Background: an optimization exercise with open tools, aiming at small area, a short achievable clock period and few clock cycles. Do not read the settings as production practice. In this exercise RTL edits were held to simulation tests only and were not proved equivalent to the original.

// julia_escape_time_iterator_top
module julia_escape_time_iterator_top (
  input  wire logic        clk,
  input  wire logic        rst,
  input  wire logic        start,
  output      logic        busy,
  input  wire logic [9:0]  pixel_col,
  input  wire logic [9:0]  pixel_row,
  output      logic        done,
  output      logic [15:0] iteration_count,
  input  wire logic        cfg_write,
  input  wire logic [2:0]  cfg_index,
  input  wire logic [31:0] cfg_data
);
==> flow/config.mk <==
export PLATFORM = sky130hd
export DESIGN_NAME = julia_escape_time_iterator_top
export DESIGN_NICKNAME = julia_escape_time_iterator_top
export VERILOG_FILES = /design/flow/design.v
export SDC_FILE = /design/flow/constraint.sdc
export NUM_CORES = 4
export LEC_CHECK = 0
export ABC_AREA = 1
export CAP_MARGIN = 20
export CORE_MARGIN = 2
export CORE_UTILIZATION = 40
export SLEW_MARGIN = 20
export TNS_END_PERCENT = 20
==> flow/constraint.sdc <==
create_clock -name core_clock -period 13.0 [get_ports {clk}]
set_input_delay 2.6000 -clock core_clock [delete_from_list [all_inputs] [get_ports {clk}]]
set_output_delay 2.6000 -clock core_clock [all_outputs]
set_load 0.01 [all_outputs]
standard.sh (not shown) runs the stock make flow with config.mk's settings and CLKGATE_MAP_FILE= SYNTH_SCRIPT=/design/flow/synth_recipe.tcl, a recipe that flattens the netlist after the stock synthesis.
==> flow/flow/run.sh <==
#!/bin/bash
set -o pipefail
MARGIN=$(cat flow/margin.txt)
bash standard.sh SETUP_SLACK_MARGIN="$MARGIN" finish > standard_finish.log 2>&1
==> flow/flow/margin.txt <==
8
The starting point finished clean.
Testbench counts at the start, summed over its fixed seeds: cycles 33,176.
Edit:
- ABC_AREA: 1 -> unset
=> The new run completed without violations. Clock-buffer cell count drops by 11. Non-clock buffer count climbs by 290. Routed wire length climbs by 4.7%. Cell count came out higher by 6.7%. Setup slack got worse by 120 ps. Die area goes up by 8.0%. Flip-flop and latch count does not change. Register-to-register slack loses 120 ps.

========
== rev 12 ==
julia_escape_time_iterator_top again, from the RTL that the note above started with.
// julia_escape_time_iterator_top
module julia_escape_time_iterator_top (
  input  wire logic        clk,
  input  wire logic        rst,
  input  wire logic        start,
  output      logic        busy,
  input  wire logic [9:0]  pixel_col,
  input  wire logic [9:0]  pixel_row,
  output      logic        done,
  output      logic [15:0] iteration_count,
  input  wire logic        cfg_write,
  input  wire logic [2:0]  cfg_index,
  input  wire logic [31:0] cfg_data
);
==> flow/config.mk <==
export PLATFORM = sky130hd
export DESIGN_NAME = julia_escape_time_iterator_top
export DESIGN_NICKNAME = julia_escape_time_iterator_top
export VERILOG_FILES = /design/flow/design.v
export SDC_FILE = /design/flow/constraint.sdc
export NUM_CORES = 4
export LEC_CHECK = 0
export ABC_AREA = 1
export CAP_MARGIN = 20
export CORE_MARGIN = 2
export CORE_UTILIZATION = 40
export SLEW_MARGIN = 20
export TNS_END_PERCENT = 20
==> flow/constraint.sdc <==
create_clock -name core_clock -period 13.0 [get_ports {clk}]
set_input_delay 2.6000 -clock core_clock [delete_from_list [all_inputs] [get_ports {clk}]]
set_output_delay 2.6000 -clock core_clock [all_outputs]
set_load 0.01 [all_outputs]
==> flow/flow/run.sh <==
#!/bin/bash
set -eo pipefail
MARGIN=$(cat flow/margin.txt)
RES=orfs/results/sky130hd/julia_escape_time_iterator_top/base
bash standard.sh SETUP_SLACK_MARGIN="$MARGIN" synth > standard_synth.log 2>&1
cp "$RES/1_2_yosys.v" 1_2_yosys_synth.v
python3 flow/fa_polarity.py 1_2_yosys_synth.v "$RES/1_2_yosys.v" > fa_polarity.log 2>&1
rm -f "$RES/1_synth.odb"
touch "$RES/1_2_yosys.v"
bash standard.sh SETUP_SLACK_MARGIN="$MARGIN" finish > standard_finish.log 2>&1
Scripts as last shown in full above: flow/flow/margin.txt
Other scripts of this flow, unchanged in this note and not shown: flow/flow/fa_polarity.py
Testbench counts of rev 12, summed over its fixed seeds: cycles 33,176.
Setup changes, rev 12 to rev 13
==> flow/flow/margin.txt <==
7.5
==> comparison <==
Compared rev 12 against rev 13; clock distribution area overhead in the final layout within noise.
Detailed-route wire length, rev 13 vs rev 12: down by a few percent
Comparing number of DRC markers after the initial detailed-route iteration for rev 13 and rev 12, the bigger number came from rev 13.
Going from rev 12 to rev 13, worst slack at placement grew by 0.052 ns; met2 demand-to-capacity share in global routing shrank by 1.1 points; number of top-level pins held steady.
When rev 13 is set beside rev 12, its number of instances resized during post-cts repair turns out to be 195 smaller.
| multi-input gate share of the layout cell area | higher: rev 13 |
Summary: minimum period implied by the final worst setup slack, rev 13 worse than rev 12
Critical path depth in rev 13 is 3 higher than in rev 12

## re-timing with driven ports
In the flow no input, the clock included, has a driving cell. The finished layouts below were timed again as built, in two steps.
Step 1 assumes that a clkbuf_16 drives the clock port and a buf_2 every other input.
Step 2, shift: input delay + t, output delay - t, t = (earliest + latest rising clock arrival at the registers) / 2. This alone moves slack from input paths to output paths.
Three values: ideal ports, drivers, drivers and shift; two values: the first two.
run	t, ns	setup WS [ns]	worst hold slack (ns)	clock arrival spread, ns	slew at the worst register clock pin (ns)
the first run of note 1	0.934	7.884 / 7.884 / 7.790	0.322 / 0.322 / 0.322	0.094 / 0.095	0.07 / 0.07
the second run of note 1	0.921	7.766 / 7.766 / 7.600	0.285 / 0.285 / 0.285	0.101 / 0.101	0.08 / 0.08
rev 12	0.944	7.874 / 7.874 / 7.747	0.317 / 0.317 / 0.317	0.096 / 0.096	0.08 / 0.08
rev 13	0.947	7.406 / 7.406 / 7.406	0.300 / 0.300 / 0.300	0.106 / 0.106	0.07 / 0.07
After both steps setup and hold are still met in every run listed. The setup slack of the second run of note 1, which loses most, moves by 0.000 ns with the drivers and by -0.166 ns with both steps.
